Source: an optimization exercise on an open RTL-to-GDS flow (aim: small area, a short achievable clock period and few clock cycles per item). Production flows keep margins and buffers that such runs may drop. At most, simulation tests tie the RTL to the original design; equivalence was not proved.

==> inputs of build 27 <==
Design longest_job_first_scheduler, start of the top module:
module longest_job_first_scheduler #(
    parameter int QUEUE_DEPTH = ljf_pkg::QUEUE_DEPTH
) (
    input  logic                              i_clk,
    input  logic                              i_rst_n,
    input  logic                              i_in_valid,
    output logic                              o_in_stall,
    input  logic                              i_operation,
    input  logic [ljf_pkg::IDENT_W-1:0]       i_job_ident,
    input  logic [ljf_pkg::LEN_W-1:0]         i_job_length,
    output logic                              o_out_valid,
    input  logic                              i_out_stall,
    output logic                              o_accepted,
    output logic                              o_dispatch_valid,
    output logic [ljf_pkg::IDENT_W-1:0]       o_dispatch_ident,
    output logic [ljf_pkg::TICK_W-1:0]        o_dispatch_wait,
    output logic                              o_finish_valid,
    output logic [ljf_pkg::IDENT_W-1:0]       o_finish_ident,
    output logic                              o_server_busy,
    output logic [ljf_pkg::COUNT_OUT_W-1:0]   o_waiting_count
);
==> module longest_job_first_scheduler, before the edit <==
module longest_job_first_scheduler #(
    parameter int QUEUE_DEPTH = ljf_pkg::QUEUE_DEPTH
) (
    input  logic                              i_clk,
    input  logic                              i_rst_n,
    input  logic                              i_in_valid,
    output logic                              o_in_stall,
    input  logic                              i_operation,
    input  logic [ljf_pkg::IDENT_W-1:0]       i_job_ident,
    input  logic [ljf_pkg::LEN_W-1:0]         i_job_length,
    output logic                              o_out_valid,
    input  logic                              i_out_stall,
    output logic                              o_accepted,
    output logic                              o_dispatch_valid,
    output logic [ljf_pkg::IDENT_W-1:0]       o_dispatch_ident,
    output logic [ljf_pkg::TICK_W-1:0]        o_dispatch_wait,
    output logic                              o_finish_valid,
    output logic [ljf_pkg::IDENT_W-1:0]       o_finish_ident,
    output logic                              o_server_busy,
    output logic [ljf_pkg::COUNT_OUT_W-1:0]   o_waiting_count
);
    localparam int CNT_W = $clog2(QUEUE_DEPTH + 1);
    localparam int IW    = ljf_pkg::IDENT_W;
    localparam int LW    = ljf_pkg::LEN_W;
    localparam int TW    = ljf_pkg::TICK_W;
    localparam int CW    = ljf_pkg::COUNT_OUT_W;
    localparam int RW = 1 + 1 + IW + TW + 1 + IW + 1 + CW;
    logic                 r_a_valid;
    logic                 r_a_tick;
    logic                 r_a_lenok;
    logic [IW-1:0]        r_a_ident;
    logic [LW-1:0]        r_a_len_n;     
    logic [TW-1:0]        r_tick;
    logic                 r_run_flag;
    logic                 r_run_zero;    
    logic                 r_run_free;    
    logic [IW-1:0]        r_run_ident;
    logic [LW-1:0]        r_run_left;
    logic [CNT_W-1:0]     r_count;
    logic                 n_run_flag;
    logic                 n_run_zero;
    logic [IW-1:0]        n_run_ident;
    logic [LW-1:0]        n_run_left;
    logic [CNT_W-1:0]     n_count;
    logic                 r_out_valid;
    logic [RW-1:0]        r_out0;
    logic                 r_out1_valid;
    logic [RW-1:0]        r_out1;
    logic                 w_go;
    logic                 w_take;
    logic                 w_out_take;
    logic                 w_out0_load;
    logic                 w_insert;
    logic                 w_finish;
    logic                 w_dispatch;
    logic                 w_full;
    logic [LW-1:0]        w_a_len;
    logic [RW-1:0]        w_result;
    ljf_pkg::t_entry      w_head;
    ljf_pkg::t_entry      w_new;
    ljf_pkg::t_cell_cmd   w_cmd;
    assign w_go        = r_a_valid && !r_out1_valid;
    assign o_in_stall  = r_a_valid && r_out1_valid;
    assign w_take      = i_in_valid && !o_in_stall;
    assign w_out_take  = r_out_valid && !i_out_stall;
    assign w_out0_load = !r_out_valid || w_out_take;
    assign w_a_len    = ~r_a_len_n;
    assign w_insert   = w_go && !r_a_tick && !w_full && r_a_lenok;
    assign w_finish   = w_go && r_a_tick && r_run_flag && r_run_zero;
    assign w_dispatch = w_go && r_a_tick && r_run_free && w_head.valid;
    assign w_new.valid   = 1'b1;
    assign w_new.ident   = r_a_ident;
    assign w_new.length  = w_a_len;
    assign w_new.arrival = r_tick;
    assign w_cmd.insert = w_insert;
    assign w_cmd.pop    = w_dispatch;
    ljf_chain #(
        .DEPTH (QUEUE_DEPTH)
    ) u_chain (
        .i_clk       (i_clk),
        .i_rst_n     (i_rst_n),
        .i_cmd       (w_cmd),
        .i_new       (w_new),
        .i_new_len_n (r_a_len_n),
        .o_head      (w_head),
        .o_full      (w_full)
    );
    always_comb begin
        n_run_flag  = r_run_flag;
        n_run_zero  = r_run_zero;
        n_run_ident = r_run_ident;
        n_run_left  = r_run_left;
        n_count     = r_count;
        if (w_insert) begin
            n_count = r_count + CNT_W'(1);
        end
        if (w_go && r_a_tick) begin
            if (w_dispatch) begin
                n_run_flag  = 1'b1;
                n_run_ident = w_head.ident;
                n_run_left  = w_head.length - LW'(1);
                n_run_zero  = (w_head.length == LW'(1));
                n_count     = r_count - CNT_W'(1);
            end else if (w_finish) begin
                n_run_flag = 1'b0;
            end else if (r_run_flag) begin
                n_run_left = r_run_left - LW'(1);
                n_run_zero = (r_run_left == LW'(1));
            end
        end
    end
    assign w_result = {w_insert,
                       w_dispatch,
                       w_dispatch ? w_head.ident : IW'(0),
                       w_dispatch ? (r_tick - w_head.arrival) : TW'(0),
                       w_finish,
                       w_finish ? r_run_ident : IW'(0),
                       n_run_flag,
                       CW'(n_count)};
    always_ff @(posedge i_clk) begin
        if (!i_rst_n) begin
            r_a_valid    <= 1'b0;
            r_out_valid  <= 1'b0;
            r_out1_valid <= 1'b0;
            r_tick       <= '0;
            r_run_flag   <= 1'b0;
            r_run_zero   <= 1'b0;
            r_run_free   <= 1'b1;
            r_count      <= '0;
        end else begin
            r_a_valid    <= w_take || (r_a_valid && !w_go);
            r_out_valid  <= r_out1_valid || w_go || !w_out0_load;
            r_out1_valid <= (r_out1_valid || w_go) && !w_out0_load;
            if (w_go && r_a_tick) begin
                r_tick <= r_tick + TW'(1);
            end
            r_run_flag  <= n_run_flag;
            r_run_zero  <= n_run_zero;
            r_run_free  <= !n_run_flag || n_run_zero;
            r_count     <= n_count;
        end
    end
    always_ff @(posedge i_clk) begin
        r_run_ident <= n_run_ident;
        r_run_left  <= n_run_left;
        if (w_take) begin
            r_a_tick  <= (i_operation == ljf_pkg::OP_TICK);
            r_a_lenok <= (i_job_length != '0);
            r_a_ident <= i_job_ident;
            r_a_len_n <= ~i_job_length;
        end
        if (w_out0_load) begin
            r_out0 <= r_out1_valid ? r_out1 : w_result;
        end
        if (w_go && !w_out0_load) begin
            r_out1 <= w_result;
        end
    end
    assign o_out_valid = r_out_valid;
    assign {o_accepted,
            o_dispatch_valid,
            o_dispatch_ident,
            o_dispatch_wait,
            o_finish_valid,
            o_finish_ident,
            o_server_busy,
            o_waiting_count} = r_out0;
endmodule
make LEC_CHECK=0 CAP_MARGIN=20 CORE_MARGIN=4 CORE_UTILIZATION=40 SLEW_MARGIN=20 finish   # period 5.5 ns
run.sh (not shown) runs the stock make flow with config.mk's settings and CLKGATE_MAP_FILE= SYNTH_SCRIPT=/design/flow/synth_recipe.tcl, a recipe that flattens the netlist after the stock synthesis.
==> inputs of trial 93, as changes to build 27 <==
--- a/flow/design.v
+++ b/flow/design.v
@@ -149,2 +149,3 @@
     localparam int RW = 1 + 1 + IW + TW + 1 + IW + 1 + CW;
+    localparam int R1W = 1 + 1 + TW + 1 + IW;
     logic                 r_a_valid;
@@ -169,3 +170,4 @@
     logic                 r_out1_valid;
-    logic [RW-1:0]        r_out1;
+    logic [R1W-1:0]       r_out1;
+    logic [RW-1:0]        w_out1;
     logic                 w_go;
@@ -264,2 +266,10 @@
     end
+    assign w_out1 = {r_out1[R1W-1],
+                     r_out1[R1W-2],
+                     r_out1[R1W-2] ? r_run_ident : IW'(0),
+                     r_out1[R1W-3 -: TW],
+                     r_out1[IW],
+                     r_out1[IW-1:0],
+                     r_run_flag,
+                     CW'(r_count)};
     always_ff @(posedge i_clk) begin
@@ -274,6 +284,6 @@
         if (w_out0_load) begin
-            r_out0 <= r_out1_valid ? r_out1 : w_result;
+            r_out0 <= r_out1_valid ? w_out1 : w_result;
         end
         if (w_go && !w_out0_load) begin
-            r_out1 <= w_result;
+            r_out1 <= {w_result[RW-1 -: 2], w_result[RW-3-IW -: TW + 1 + IW]};
         end
SETUP_SLACK_MARGIN = 2.5   (was default)
==> results_dict.tcl <==
set metrics [dict create \
    final-nonclk-buf-share_pct 6.34 \
    finalNonFillerCells 5373 \
    dp_worst_setup_slack_ns 1.30 \
    first_global_vias 32519 \
    status "timing/DRC/antenna clean" \
    synth_top_area_share_pct 36.3 \
]
That was trial 93.
==> results_dict.tcl <==
set metrics [dict create \
    finalNonFillerCells 5292 \
    dp_worst_setup_slack_ns 1.49 \
    synth_top_area_share_pct 35.7 \
    status "timing/DRC/antenna clean" \
    final-nonclk-buf-share_pct 3.55 \
    first_global_vias 31122 \
]
That was build 27.
Function was not checked in any run of this note: the RTL went through the layout flow alone.


==> run H <==
Another version of the RTL of longest_job_first_scheduler (not shown whole).
==> flow/config.mk <==
export PLATFORM = sky130hd
export DESIGN_NAME = longest_job_first_scheduler
export DESIGN_NICKNAME = longest_job_first_scheduler
export VERILOG_FILES = /design/flow/design.v
export SDC_FILE = /design/flow/constraint.sdc
export NUM_CORES = 4
export LEC_CHECK = 0
export CAP_MARGIN = 20
export CORE_MARGIN = 4
export CORE_UTILIZATION = 40
export CTS_BUF_LIST = sky130_fd_sc_hd__clkbuf_8
export SETUP_SLACK_MARGIN = 3.0
export SLEW_MARGIN = 20
==> flow/constraint.sdc <==
create_clock -name core_clock -period 5.5 [get_ports {i_clk}]
set_input_delay 1.1000 -clock core_clock [delete_from_list [all_inputs] [get_ports {i_clk}]]
set_output_delay 1.1000 -clock core_clock [all_outputs]
set_load 0.01 [all_outputs]
==> inputs of run B, as changes to run H <==
--- a/flow/design.v
+++ b/flow/design.v
@@ -19,125 +19,147 @@
 endpackage
 `timescale 1ns / 1ps
 module ljf_cell (
     input  logic               i_clk,
     input  ljf_pkg::t_cell_cmd i_cmd,
     input  logic               i_valid,        
     input  logic               i_take,         
     input  logic [ljf_pkg::LEN_W-1:0] i_x_len_n,   
-    input  logic               i_new_gt_x,     
+    input  logic               i_ins_p,        
+    input  logic               i_pop_p,        
+    input  logic               i_gt_p,         
     input  ljf_pkg::t_entry    i_new,
     input  ljf_pkg::t_entry    i_prev,
     input  logic               i_prev_keep,    
-    input  logic               i_prev_now,     
+    input  logic               i_prev_raw,     
+    input  logic               i_prev_kp,      
     input  ljf_pkg::t_entry    i_next,
-    input  logic               i_next_now,     
+    input  logic               i_next_raw,     
     output ljf_pkg::t_entry    o_entry,
     output logic               o_keep,
-    output logic               o_now
+    output logic               o_raw,
+    output logic               o_kp
 );
     localparam int LW = ljf_pkg::LEN_W;
     localparam int EW = ljf_pkg::IDENT_W + ljf_pkg::LEN_W + ljf_pkg::TICK_W;
     ljf_pkg::t_entry r_entry;
     ljf_pkg::t_entry n_entry;
-    logic            r_keep;
-    logic            n_keep;
+    logic            r_raw;
+    logic            r_kp;
+    logic            w_now;
+    logic            w_keep;
     function automatic logic gt_tree(input logic [LW-1:0] a, input logic [LW-1:0] bn);
         logic [LW-1:0] g;
         logic [LW-1:0] p;
         g = a & bn;
         p = a | bn;
         for (int w = 1; w < LW; w = w * 2) begin
             for (int i = 0; i < LW; i += 2 * w) begin
                 g[i + 2*w - 1] = g[i + 2*w - 1] | (p[i + 2*w - 1] & g[i + w - 1]);
                 p[i + 2*w - 1] = p[i + 2*w - 1] & p[i + w - 1];
             end
         end
         gt_tree = g[LW-1];
     endfunction
-    assign o_now   = i_valid && gt_tree(r_entry.length, i_x_len_n);
-    assign o_keep  = r_keep;
+    assign w_now = i_valid && gt_tree(r_entry.length, i_x_len_n);
+    logic p_next, p_prev, p_new;
+    assign p_next = i_pop_p;
+    assign p_prev = i_ins_p && !i_prev_kp;
+    assign p_new  = i_ins_p && i_prev_kp && !r_kp;
+    assign w_keep = (p_next && i_next_raw)
+                  | (p_prev && i_prev_raw)
+                  | (p_new  && i_gt_p)
+                  | (!(p_next || p_prev || p_new) && r_raw);
+    assign o_keep  = w_keep;
+    assign o_raw   = r_raw;
+    assign o_kp    = r_kp;
     assign o_entry = r_entry;
     logic s_next, s_prev, s_new, s_hold;
     assign s_next = i_cmd.pop;
     assign s_prev = i_cmd.insert && !i_prev_keep;
-    assign s_new  = i_cmd.insert && i_prev_keep && !r_keep;
+    assign s_new  = i_cmd.insert && i_prev_keep && !w_keep;
     assign s_hold = !(s_next || s_prev || s_new);
     assign n_entry = ({EW{s_next}} & i_next)
                    | ({EW{s_prev}} & i_prev)
                    | ({EW{s_new}}  & i_new)
                    | ({EW{s_hold}} & r_entry);
-    assign n_keep = (i_take && s_next && i_next_now)
-                  | (i_take && s_prev && i_prev_now)
-                  | (i_take && s_new  && i_new_gt_x)
-                  | (i_take && s_hold && o_now)
-                  | (!i_take && r_keep);
     always_ff @(posedge i_clk) begin
         r_entry <= n_entry;
-        r_keep  <= n_keep;
+        r_raw   <= i_take ? w_now : w_keep;
+        r_kp    <= w_keep;
     end
 endmodule
 `timescale 1ns / 1ps
 module ljf_chain #(
     parameter int DEPTH = ljf_pkg::QUEUE_DEPTH
 ) (
     input  logic               i_clk,
     input  ljf_pkg::t_cell_cmd i_cmd,
     input  logic [DEPTH-1:0]   i_valid,      
     input  logic               i_take,
     input  logic [ljf_pkg::LEN_W-1:0] i_x_len_n,
-    input  logic               i_new_gt_x,
+    input  logic               i_ins_p,
+    input  logic               i_pop_p,
+    input  logic               i_gt_p,
     input  ljf_pkg::t_entry    i_new,
     output ljf_pkg::t_entry    o_head,
     output logic               o_head_keep,   
     output ljf_pkg::t_entry    o_second
 );
     localparam int EW = ljf_pkg::IDENT_W + ljf_pkg::LEN_W + ljf_pkg::TICK_W;
     logic [DEPTH*EW-1:0] w_entry;
     logic [DEPTH-1:0]    w_keep;
-    logic [DEPTH-1:0]    w_now;
+    logic [DEPTH-1:0]    w_raw;
+    logic [DEPTH-1:0]    w_kp;
     for (genvar g = 0; g < DEPTH; g++) begin : g_cell
         ljf_pkg::t_entry w_prev;
         ljf_pkg::t_entry w_next;
         logic            w_prev_keep;
-        logic            w_prev_now;
-        logic            w_next_now;
+        logic            w_prev_raw;
+        logic            w_prev_kp;
+        logic            w_next_raw;
         if (g == 0) begin : g_first
             assign w_prev      = '0;
             assign w_prev_keep = 1'b1;
-            assign w_prev_now  = 1'b1;
+            assign w_prev_raw  = 1'b1;
+            assign w_prev_kp   = 1'b1;
         end else begin : g_mid
             assign w_prev      = w_entry[(g-1)*EW +: EW];
             assign w_prev_keep = w_keep[g-1];
-            assign w_prev_now  = w_now[g-1];
+            assign w_prev_raw  = w_raw[g-1];
+            assign w_prev_kp   = w_kp[g-1];
         end
         if (g == DEPTH - 1) begin : g_last
             assign w_next     = '0;
-            assign w_next_now = 1'b0;
+            assign w_next_raw = 1'b0;
         end else begin : g_inner
             assign w_next     = w_entry[(g+1)*EW +: EW];
-            assign w_next_now = w_now[g+1];
+            assign w_next_raw = w_raw[g+1];
         end
         ljf_cell u_cell (
             .i_clk       (i_clk),
             .i_cmd       (i_cmd),
             .i_valid     (i_valid[g]),
             .i_take      (i_take),
             .i_x_len_n   (i_x_len_n),
-            .i_new_gt_x  (i_new_gt_x),
+            .i_ins_p     (i_ins_p),
+            .i_pop_p     (i_pop_p),
+            .i_gt_p      (i_gt_p),
             .i_new       (i_new),
             .i_prev      (w_prev),
             .i_prev_keep (w_prev_keep),
-            .i_prev_now  (w_prev_now),
+            .i_prev_raw  (w_prev_raw),
+            .i_prev_kp   (w_prev_kp),
             .i_next      (w_next),
-            .i_next_now  (w_next_now),
+            .i_next_raw  (w_next_raw),
             .o_entry     (w_entry[g*EW +: EW]),
             .o_keep      (w_keep[g]),
-            .o_now       (w_now[g])
+            .o_raw       (w_raw[g]),
+            .o_kp        (w_kp[g])
         );
     end
     assign o_head      = w_entry[0 +: EW];
     assign o_head_keep = w_keep[0];
     assign o_second    = w_entry[EW +: EW];
 endmodule
 `timescale 1ns / 1ps
 module longest_job_first_scheduler #(
@@ -171,16 +193,19 @@
     logic                 r_a_valid;
     logic                 r_in_stall;    
     logic                 r_a_tick;
     logic                 r_a_lenok;
     logic [IW-1:0]        r_a_ident;
     logic [LW-1:0]        r_a_len;
     logic [TW-1:0]        r_tick;
     logic [TW-1:0]        r_head_wait;   
+    logic [TW-1:0]        r_succ_wait;   
+    logic                 r_popped;      
+    logic [TW-1:0]        w_head_wait;
     logic                 r_run_flag;
     logic                 r_run_zero;    
     logic                 r_run_free;    
     logic                 r_insert;      
     logic                 r_dispatch;    
     logic [IW-1:0]        r_run_ident;
     logic [LW-1:0]        r_run_left;
     logic [CNT_W-1:0]     r_count;
@@ -200,17 +225,19 @@
     logic                 w_out_take;
     logic                 w_out0_load;
     logic                 w_insert;
     logic                 w_finish;
     logic                 w_dispatch;
     logic                 w_full;
     logic                 w_head_valid;
     logic [QUEUE_DEPTH-1:0] w_valid;
-    logic                 w_new_gt_x;
+    logic                 r_ins_p;       
+    logic                 r_pop_p;       
+    logic                 r_gt_p;        
     logic [RW-1:0]        w_result;
     ljf_pkg::t_entry      w_head;
     ljf_pkg::t_entry      w_second;
     logic                 w_head_keep;
     ljf_pkg::t_entry      w_new;
     ljf_pkg::t_cell_cmd   w_cmd;
     assign w_go        = r_a_valid && !r_out1_valid;
     assign o_in_stall  = r_in_stall;
@@ -245,17 +272,19 @@
         .DEPTH (QUEUE_DEPTH)
     ) u_chain (
         .i_clk       (i_clk),
         .i_cmd       (w_cmd),
         .i_valid     (w_valid),
         .i_new       (w_new),
         .i_take      (w_load),
         .i_x_len_n   (~i_job_length),
-        .i_new_gt_x  (w_new_gt_x),
+        .i_ins_p     (r_ins_p),
+        .i_pop_p     (r_pop_p),
+        .i_gt_p      (r_gt_p),
         .o_head      (w_head),
         .o_head_keep (w_head_keep),
         .o_second    (w_second)
     );
     function automatic logic gt_tree(input logic [LW-1:0] a, input logic [LW-1:0] bn);
         logic [LW-1:0] g;
         logic [LW-1:0] p;
         g = a & bn;
@@ -263,17 +292,16 @@
         for (int w = 1; w < LW; w = w * 2) begin
             for (int i = 0; i < LW; i += 2 * w) begin
                 g[i + 2*w - 1] = g[i + 2*w - 1] | (p[i + 2*w - 1] & g[i + w - 1]);
                 p[i + 2*w - 1] = p[i + 2*w - 1] & p[i + w - 1];
             end
         end
         gt_tree = g[LW-1];
     endfunction
-    assign w_new_gt_x = gt_tree(r_a_len, ~i_job_length);
     always_comb begin
         n_run_flag  = r_run_flag;
         n_run_zero  = r_run_zero;
         n_run_ident = r_run_ident;
         n_run_left  = r_run_left;
         n_count     = r_count;
         if (w_insert) begin
             n_count = r_count + CNT_W'(1);
@@ -291,17 +319,17 @@
                 n_run_left = r_run_left - LW'(1);
                 n_run_zero = (r_run_left == LW'(1));
             end
         end
     end
     assign w_result = {w_insert,
                        w_dispatch,
                        w_dispatch ? w_head.ident : IW'(0),
-                       w_dispatch ? r_head_wait : TW'(0),
+                       w_dispatch ? w_head_wait : TW'(0),
                        w_finish,
                        w_finish ? r_run_ident : IW'(0),
                        n_run_flag,
                        CW'(n_count)};
     always_ff @(posedge i_clk) begin
         if (!i_rst_n) begin
             r_a_valid    <= 1'b0;
             r_in_stall   <= 1'b0;
@@ -309,48 +337,56 @@
             r_out1_valid <= 1'b0;
             r_tick       <= '0;
             r_run_flag   <= 1'b0;
             r_run_zero   <= 1'b0;
             r_run_free   <= 1'b1;
             r_count      <= '0;
             r_insert     <= 1'b0;
             r_dispatch   <= 1'b0;
+            r_ins_p      <= 1'b0;
+            r_pop_p      <= 1'b0;
         end else begin
             r_a_valid    <= n_a_valid;
             r_in_stall   <= n_a_valid && n_out1_valid;
+            r_ins_p      <= w_insert;
+            r_pop_p      <= w_dispatch;
             r_out_valid  <= r_out1_valid || w_go || !w_out0_load;
             r_out1_valid <= n_out1_valid;
             r_insert     <= n_go && !n_a_tick && n_a_lenok && !w_full;
             r_dispatch   <= n_go && n_a_tick && (!n_run_flag || n_run_zero) && w_head_valid;
             if (w_go && r_a_tick) begin
                 r_tick <= r_tick + TW'(1);
             end
-            if (w_dispatch) begin
-                r_head_wait <= r_tick - w_second.arrival;
-            end else if (w_go && r_a_tick) begin
-                r_head_wait <= r_head_wait + TW'(1);
+            if (w_go && r_a_tick) begin
+                r_head_wait <= w_head_wait + TW'(1);
             end else if (w_insert && !w_head_keep) begin
                 r_head_wait <= '0;
+            end else begin
+                r_head_wait <= w_head_wait;
             end
             r_run_flag  <= n_run_flag;
             r_run_zero  <= n_run_zero;
             r_run_free  <= !n_run_flag || n_run_zero;
             r_count     <= n_count;
         end
     end
     assign w_out1 = {r_out1[R1W-1],
                      r_out1[R1W-2],
                      r_out1[R1W-2] ? r_run_ident : IW'(0),
                      r_out1[R1W-3 -: TW],
                      r_out1[IW],
                      r_out1[IW-1:0],
                      r_run_flag,
                      CW'(r_count)};
+    assign w_head_wait = r_popped ? r_succ_wait : r_head_wait;
     always_ff @(posedge i_clk) begin
+        r_succ_wait <= r_tick - w_second.arrival;
+        r_gt_p      <= gt_tree(r_a_len, ~i_job_length);
+        r_popped    <= w_dispatch;
         r_run_ident <= n_run_ident;
         r_run_left  <= n_run_left;
         r_a_tick  <= n_a_tick;
         r_a_lenok <= n_a_lenok;
         if (w_load) begin
             r_a_ident <= i_job_ident;
             r_a_len   <= i_job_length;
         end
Settings changed: CTS_BUF_LIST sky130_fd_sc_hd__clkbuf_8 to default, SETUP_SLACK_MARGIN 3.0 to 3.3.
==> inputs of run A, as changes to run H <==
--- a/flow/design.v
+++ b/flow/design.v
@@ -19,125 +19,147 @@
 endpackage
 `timescale 1ns / 1ps
 module ljf_cell (
     input  logic               i_clk,
     input  ljf_pkg::t_cell_cmd i_cmd,
     input  logic               i_valid,        
     input  logic               i_take,         
     input  logic [ljf_pkg::LEN_W-1:0] i_x_len_n,   
-    input  logic               i_new_gt_x,     
+    input  logic               i_ins_p,        
+    input  logic               i_pop_p,        
+    input  logic               i_gt_p,         
     input  ljf_pkg::t_entry    i_new,
     input  ljf_pkg::t_entry    i_prev,
     input  logic               i_prev_keep,    
-    input  logic               i_prev_now,     
+    input  logic               i_prev_raw,     
+    input  logic               i_prev_kp,      
     input  ljf_pkg::t_entry    i_next,
-    input  logic               i_next_now,     
+    input  logic               i_next_raw,     
     output ljf_pkg::t_entry    o_entry,
     output logic               o_keep,
-    output logic               o_now
+    output logic               o_raw,
+    output logic               o_kp
 );
     localparam int LW = ljf_pkg::LEN_W;
     localparam int EW = ljf_pkg::IDENT_W + ljf_pkg::LEN_W + ljf_pkg::TICK_W;
     ljf_pkg::t_entry r_entry;
     ljf_pkg::t_entry n_entry;
-    logic            r_keep;
-    logic            n_keep;
+    logic            r_raw;
+    logic            r_kp;
+    logic            w_now;
+    logic            w_keep;
     function automatic logic gt_tree(input logic [LW-1:0] a, input logic [LW-1:0] bn);
         logic [LW-1:0] g;
         logic [LW-1:0] p;
         g = a & bn;
         p = a | bn;
         for (int w = 1; w < LW; w = w * 2) begin
             for (int i = 0; i < LW; i += 2 * w) begin
                 g[i + 2*w - 1] = g[i + 2*w - 1] | (p[i + 2*w - 1] & g[i + w - 1]);
                 p[i + 2*w - 1] = p[i + 2*w - 1] & p[i + w - 1];
             end
         end
         gt_tree = g[LW-1];
     endfunction
-    assign o_now   = i_valid && gt_tree(r_entry.length, i_x_len_n);
-    assign o_keep  = r_keep;
+    assign w_now = i_valid && gt_tree(r_entry.length, i_x_len_n);
+    logic p_next, p_prev, p_new;
+    assign p_next = i_pop_p;
+    assign p_prev = i_ins_p && !i_prev_kp;
+    assign p_new  = i_ins_p && i_prev_kp && !r_kp;
+    assign w_keep = (p_next && i_next_raw)
+                  | (p_prev && i_prev_raw)
+                  | (p_new  && i_gt_p)
+                  | (!(p_next || p_prev || p_new) && r_raw);
+    assign o_keep  = w_keep;
+    assign o_raw   = r_raw;
+    assign o_kp    = r_kp;
     assign o_entry = r_entry;
     logic s_next, s_prev, s_new, s_hold;
     assign s_next = i_cmd.pop;
     assign s_prev = i_cmd.insert && !i_prev_keep;
-    assign s_new  = i_cmd.insert && i_prev_keep && !r_keep;
+    assign s_new  = i_cmd.insert && i_prev_keep && !w_keep;
     assign s_hold = !(s_next || s_prev || s_new);
     assign n_entry = ({EW{s_next}} & i_next)
                    | ({EW{s_prev}} & i_prev)
                    | ({EW{s_new}}  & i_new)
                    | ({EW{s_hold}} & r_entry);
-    assign n_keep = (i_take && s_next && i_next_now)
-                  | (i_take && s_prev && i_prev_now)
-                  | (i_take && s_new  && i_new_gt_x)
-                  | (i_take && s_hold && o_now)
-                  | (!i_take && r_keep);
     always_ff @(posedge i_clk) begin
         r_entry <= n_entry;
-        r_keep  <= n_keep;
+        r_raw   <= i_take ? w_now : w_keep;
+        r_kp    <= w_keep;
     end
 endmodule
 `timescale 1ns / 1ps
 module ljf_chain #(
     parameter int DEPTH = ljf_pkg::QUEUE_DEPTH
 ) (
     input  logic               i_clk,
     input  ljf_pkg::t_cell_cmd i_cmd,
     input  logic [DEPTH-1:0]   i_valid,      
     input  logic               i_take,
     input  logic [ljf_pkg::LEN_W-1:0] i_x_len_n,
-    input  logic               i_new_gt_x,
+    input  logic               i_ins_p,
+    input  logic               i_pop_p,
+    input  logic               i_gt_p,
     input  ljf_pkg::t_entry    i_new,
     output ljf_pkg::t_entry    o_head,
     output logic               o_head_keep,   
     output ljf_pkg::t_entry    o_second
 );
     localparam int EW = ljf_pkg::IDENT_W + ljf_pkg::LEN_W + ljf_pkg::TICK_W;
     logic [DEPTH*EW-1:0] w_entry;
     logic [DEPTH-1:0]    w_keep;
-    logic [DEPTH-1:0]    w_now;
+    logic [DEPTH-1:0]    w_raw;
+    logic [DEPTH-1:0]    w_kp;
     for (genvar g = 0; g < DEPTH; g++) begin : g_cell
         ljf_pkg::t_entry w_prev;
         ljf_pkg::t_entry w_next;
         logic            w_prev_keep;
-        logic            w_prev_now;
-        logic            w_next_now;
+        logic            w_prev_raw;
+        logic            w_prev_kp;
+        logic            w_next_raw;
         if (g == 0) begin : g_first
             assign w_prev      = '0;
             assign w_prev_keep = 1'b1;
-            assign w_prev_now  = 1'b1;
+            assign w_prev_raw  = 1'b1;
+            assign w_prev_kp   = 1'b1;
         end else begin : g_mid
             assign w_prev      = w_entry[(g-1)*EW +: EW];
             assign w_prev_keep = w_keep[g-1];
-            assign w_prev_now  = w_now[g-1];
+            assign w_prev_raw  = w_raw[g-1];
+            assign w_prev_kp   = w_kp[g-1];
         end
         if (g == DEPTH - 1) begin : g_last
             assign w_next     = '0;
-            assign w_next_now = 1'b0;
+            assign w_next_raw = 1'b0;
         end else begin : g_inner
             assign w_next     = w_entry[(g+1)*EW +: EW];
-            assign w_next_now = w_now[g+1];
+            assign w_next_raw = w_raw[g+1];
         end
         ljf_cell u_cell (
             .i_clk       (i_clk),
             .i_cmd       (i_cmd),
             .i_valid     (i_valid[g]),
             .i_take      (i_take),
             .i_x_len_n   (i_x_len_n),
-            .i_new_gt_x  (i_new_gt_x),
+            .i_ins_p     (i_ins_p),
+            .i_pop_p     (i_pop_p),
+            .i_gt_p      (i_gt_p),
             .i_new       (i_new),
             .i_prev      (w_prev),
             .i_prev_keep (w_prev_keep),
-            .i_prev_now  (w_prev_now),
+            .i_prev_raw  (w_prev_raw),
+            .i_prev_kp   (w_prev_kp),
             .i_next      (w_next),
-            .i_next_now  (w_next_now),
+            .i_next_raw  (w_next_raw),
             .o_entry     (w_entry[g*EW +: EW]),
             .o_keep      (w_keep[g]),
-            .o_now       (w_now[g])
+            .o_raw       (w_raw[g]),
+            .o_kp        (w_kp[g])
         );
     end
     assign o_head      = w_entry[0 +: EW];
     assign o_head_keep = w_keep[0];
     assign o_second    = w_entry[EW +: EW];
 endmodule
 `timescale 1ns / 1ps
 module longest_job_first_scheduler #(
@@ -171,16 +193,19 @@
     logic                 r_a_valid;
     logic                 r_in_stall;    
     logic                 r_a_tick;
     logic                 r_a_lenok;
     logic [IW-1:0]        r_a_ident;
     logic [LW-1:0]        r_a_len;
     logic [TW-1:0]        r_tick;
     logic [TW-1:0]        r_head_wait;   
+    logic [TW-1:0]        r_succ_wait;   
+    logic                 r_popped;      
+    logic [TW-1:0]        w_head_wait;
     logic                 r_run_flag;
     logic                 r_run_zero;    
     logic                 r_run_free;    
     logic                 r_insert;      
     logic                 r_dispatch;    
     logic [IW-1:0]        r_run_ident;
     logic [LW-1:0]        r_run_left;
     logic [CNT_W-1:0]     r_count;
@@ -200,17 +225,19 @@
     logic                 w_out_take;
     logic                 w_out0_load;
     logic                 w_insert;
     logic                 w_finish;
     logic                 w_dispatch;
     logic                 w_full;
     logic                 w_head_valid;
     logic [QUEUE_DEPTH-1:0] w_valid;
-    logic                 w_new_gt_x;
+    logic                 r_ins_p;       
+    logic                 r_pop_p;       
+    logic                 r_gt_p;        
     logic [RW-1:0]        w_result;
     ljf_pkg::t_entry      w_head;
     ljf_pkg::t_entry      w_second;
     logic                 w_head_keep;
     ljf_pkg::t_entry      w_new;
     ljf_pkg::t_cell_cmd   w_cmd;
     assign w_go        = r_a_valid && !r_out1_valid;
     assign o_in_stall  = r_in_stall;
@@ -245,17 +272,19 @@
         .DEPTH (QUEUE_DEPTH)
     ) u_chain (
         .i_clk       (i_clk),
         .i_cmd       (w_cmd),
         .i_valid     (w_valid),
         .i_new       (w_new),
         .i_take      (w_load),
         .i_x_len_n   (~i_job_length),
-        .i_new_gt_x  (w_new_gt_x),
+        .i_ins_p     (r_ins_p),
+        .i_pop_p     (r_pop_p),
+        .i_gt_p      (r_gt_p),
         .o_head      (w_head),
         .o_head_keep (w_head_keep),
         .o_second    (w_second)
     );
     function automatic logic gt_tree(input logic [LW-1:0] a, input logic [LW-1:0] bn);
         logic [LW-1:0] g;
         logic [LW-1:0] p;
         g = a & bn;
@@ -263,17 +292,16 @@
         for (int w = 1; w < LW; w = w * 2) begin
             for (int i = 0; i < LW; i += 2 * w) begin
                 g[i + 2*w - 1] = g[i + 2*w - 1] | (p[i + 2*w - 1] & g[i + w - 1]);
                 p[i + 2*w - 1] = p[i + 2*w - 1] & p[i + w - 1];
             end
         end
         gt_tree = g[LW-1];
     endfunction
-    assign w_new_gt_x = gt_tree(r_a_len, ~i_job_length);
     always_comb begin
         n_run_flag  = r_run_flag;
         n_run_zero  = r_run_zero;
         n_run_ident = r_run_ident;
         n_run_left  = r_run_left;
         n_count     = r_count;
         if (w_insert) begin
             n_count = r_count + CNT_W'(1);
@@ -291,17 +319,17 @@
                 n_run_left = r_run_left - LW'(1);
                 n_run_zero = (r_run_left == LW'(1));
             end
         end
     end
     assign w_result = {w_insert,
                        w_dispatch,
                        w_dispatch ? w_head.ident : IW'(0),
-                       w_dispatch ? r_head_wait : TW'(0),
+                       w_dispatch ? w_head_wait : TW'(0),
                        w_finish,
                        w_finish ? r_run_ident : IW'(0),
                        n_run_flag,
                        CW'(n_count)};
     always_ff @(posedge i_clk) begin
         if (!i_rst_n) begin
             r_a_valid    <= 1'b0;
             r_in_stall   <= 1'b0;
@@ -309,48 +337,56 @@
             r_out1_valid <= 1'b0;
             r_tick       <= '0;
             r_run_flag   <= 1'b0;
             r_run_zero   <= 1'b0;
             r_run_free   <= 1'b1;
             r_count      <= '0;
             r_insert     <= 1'b0;
             r_dispatch   <= 1'b0;
+            r_ins_p      <= 1'b0;
+            r_pop_p      <= 1'b0;
         end else begin
             r_a_valid    <= n_a_valid;
             r_in_stall   <= n_a_valid && n_out1_valid;
+            r_ins_p      <= w_insert;
+            r_pop_p      <= w_dispatch;
             r_out_valid  <= r_out1_valid || w_go || !w_out0_load;
             r_out1_valid <= n_out1_valid;
             r_insert     <= n_go && !n_a_tick && n_a_lenok && !w_full;
             r_dispatch   <= n_go && n_a_tick && (!n_run_flag || n_run_zero) && w_head_valid;
             if (w_go && r_a_tick) begin
                 r_tick <= r_tick + TW'(1);
             end
-            if (w_dispatch) begin
-                r_head_wait <= r_tick - w_second.arrival;
-            end else if (w_go && r_a_tick) begin
-                r_head_wait <= r_head_wait + TW'(1);
+            if (w_go && r_a_tick) begin
+                r_head_wait <= w_head_wait + TW'(1);
             end else if (w_insert && !w_head_keep) begin
                 r_head_wait <= '0;
+            end else begin
+                r_head_wait <= w_head_wait;
             end
             r_run_flag  <= n_run_flag;
             r_run_zero  <= n_run_zero;
             r_run_free  <= !n_run_flag || n_run_zero;
             r_count     <= n_count;
         end
     end
     assign w_out1 = {r_out1[R1W-1],
                      r_out1[R1W-2],
                      r_out1[R1W-2] ? r_run_ident : IW'(0),
                      r_out1[R1W-3 -: TW],
                      r_out1[IW],
                      r_out1[IW-1:0],
                      r_run_flag,
                      CW'(r_count)};
+    assign w_head_wait = r_popped ? r_succ_wait : r_head_wait;
     always_ff @(posedge i_clk) begin
+        r_succ_wait <= r_tick - w_second.arrival;
+        r_gt_p      <= gt_tree(r_a_len, ~i_job_length);
+        r_popped    <= w_dispatch;
         r_run_ident <= n_run_ident;
         r_run_left  <= n_run_left;
         r_a_tick  <= n_a_tick;
         r_a_lenok <= n_a_lenok;
         if (w_load) begin
             r_a_ident <= i_job_ident;
             r_a_len   <= i_job_length;
         end
Settings changed: CTS_BUF_LIST sky130_fd_sc_hd__clkbuf_8 to sky130_fd_sc_hd__clkbuf_16, CTS_CLUSTER_DIAMETER from default to 60, CTS_CLUSTER_SIZE from default to 20, SETUP_SLACK_MARGIN 3.0 to 3.2.
==> notes <==
- Against run A, the global-route usage of run H is lower by 2.0 points.
- Of run H and run A, run A has the higher cell area (gap about 6%, measured against run A).
- Worst setup slack: run H < run B < run A.
- In run H the non-clock buffer count is higher than in run A, by 16.
- In run H the synthesized area is smaller than in run A, by about 6.5%.
==> figures <==
| quantity | run B | run A | run H |
|---|---|---|---|
| Sequential cell count of the final layout | 855 | 855 | 819 |
| Drt total wl | 166.0 mm | 157.2 mm | 130.4 mm |
| Outcome | timing/DRC/antenna clean | timing/DRC/antenna clean | timing/DRC/antenna clean |
| Number of post-CTS setup repair buffers | 67 | 60 | 85 |
| Post-layout util | 47.94% | 46.50% | 46.90% |
| Levels on crit path | 2 | 9 | 11 |
| Dominant cell by count in the synthesized netlist | sky130_fd_sc_hd__dfxtp_1 | sky130_fd_sc_hd__dfxtp_1 | sky130_fd_sc_hd__nand2_1 |
| Switching Fraction | 34.34% | 35.78% | 32.15% |
| Top routing layer in use | met4 | met5 | met4 |
| Buffer and inverter count on the worst path | 2 | 4 | 3 |
| Dpl ws | 1767 ps | 1671 ps | 922.6 ps |
| Critical Path Sink | o_in_stall | u_chain.g_cell[14].u_cell.r_raw$_DFF_P_ | u_chain.g_cell[1].u_cell.r_keep$_DFF_P_ |
Testbench counts of run H, summed over its fixed seeds: cycles 12,016, items 12,000.
Testbench counts of run B, summed over its fixed seeds: cycles 12,016, items 12,000.
Testbench counts of run A, summed over its fixed seeds: cycles 12,016, items 12,000.

==> separate check: timing with driven ports <==
The flow's constraints put no driver on any port. The routed layouts listed below were extracted and timed again, unchanged, in two steps. Step 1: set_driving_cell puts a clkbuf_16 on i_clk and a buf_2 on each other input, an assumption about the parent block. Step 2, shift: input delay + t, output delay - t, t = (earliest + latest rising clock arrival at the registers) / 2. This alone moves slack from input paths to output paths. Three values: no drivers, after step 1, after step 2; two values: the first two.
run	t (ns)	setup WS [ns]	slew at the worst register clock pin (ns)	cell pins on the clock port's net
build 27	0.704	1.429 / 1.429 / 1.429	0.07 / 0.07	1
trial 93	0.716	2.485 / 2.485 / 2.374	0.07 / 0.07	1
run H	0.887	2.776 / 2.790 / 1.933	0.07 / 0.07	1
run B	0.744	3.162 / 3.092 / 2.551	0.07 / 0.07	1
run A	0.716	3.168 / 3.142 / 2.496	0.08 / 0.08	1
After both steps setup and hold are still met in every run listed. The setup slack of run H, which loses most, moves by +0.014 ns with the drivers and by -0.843 ns with both steps.
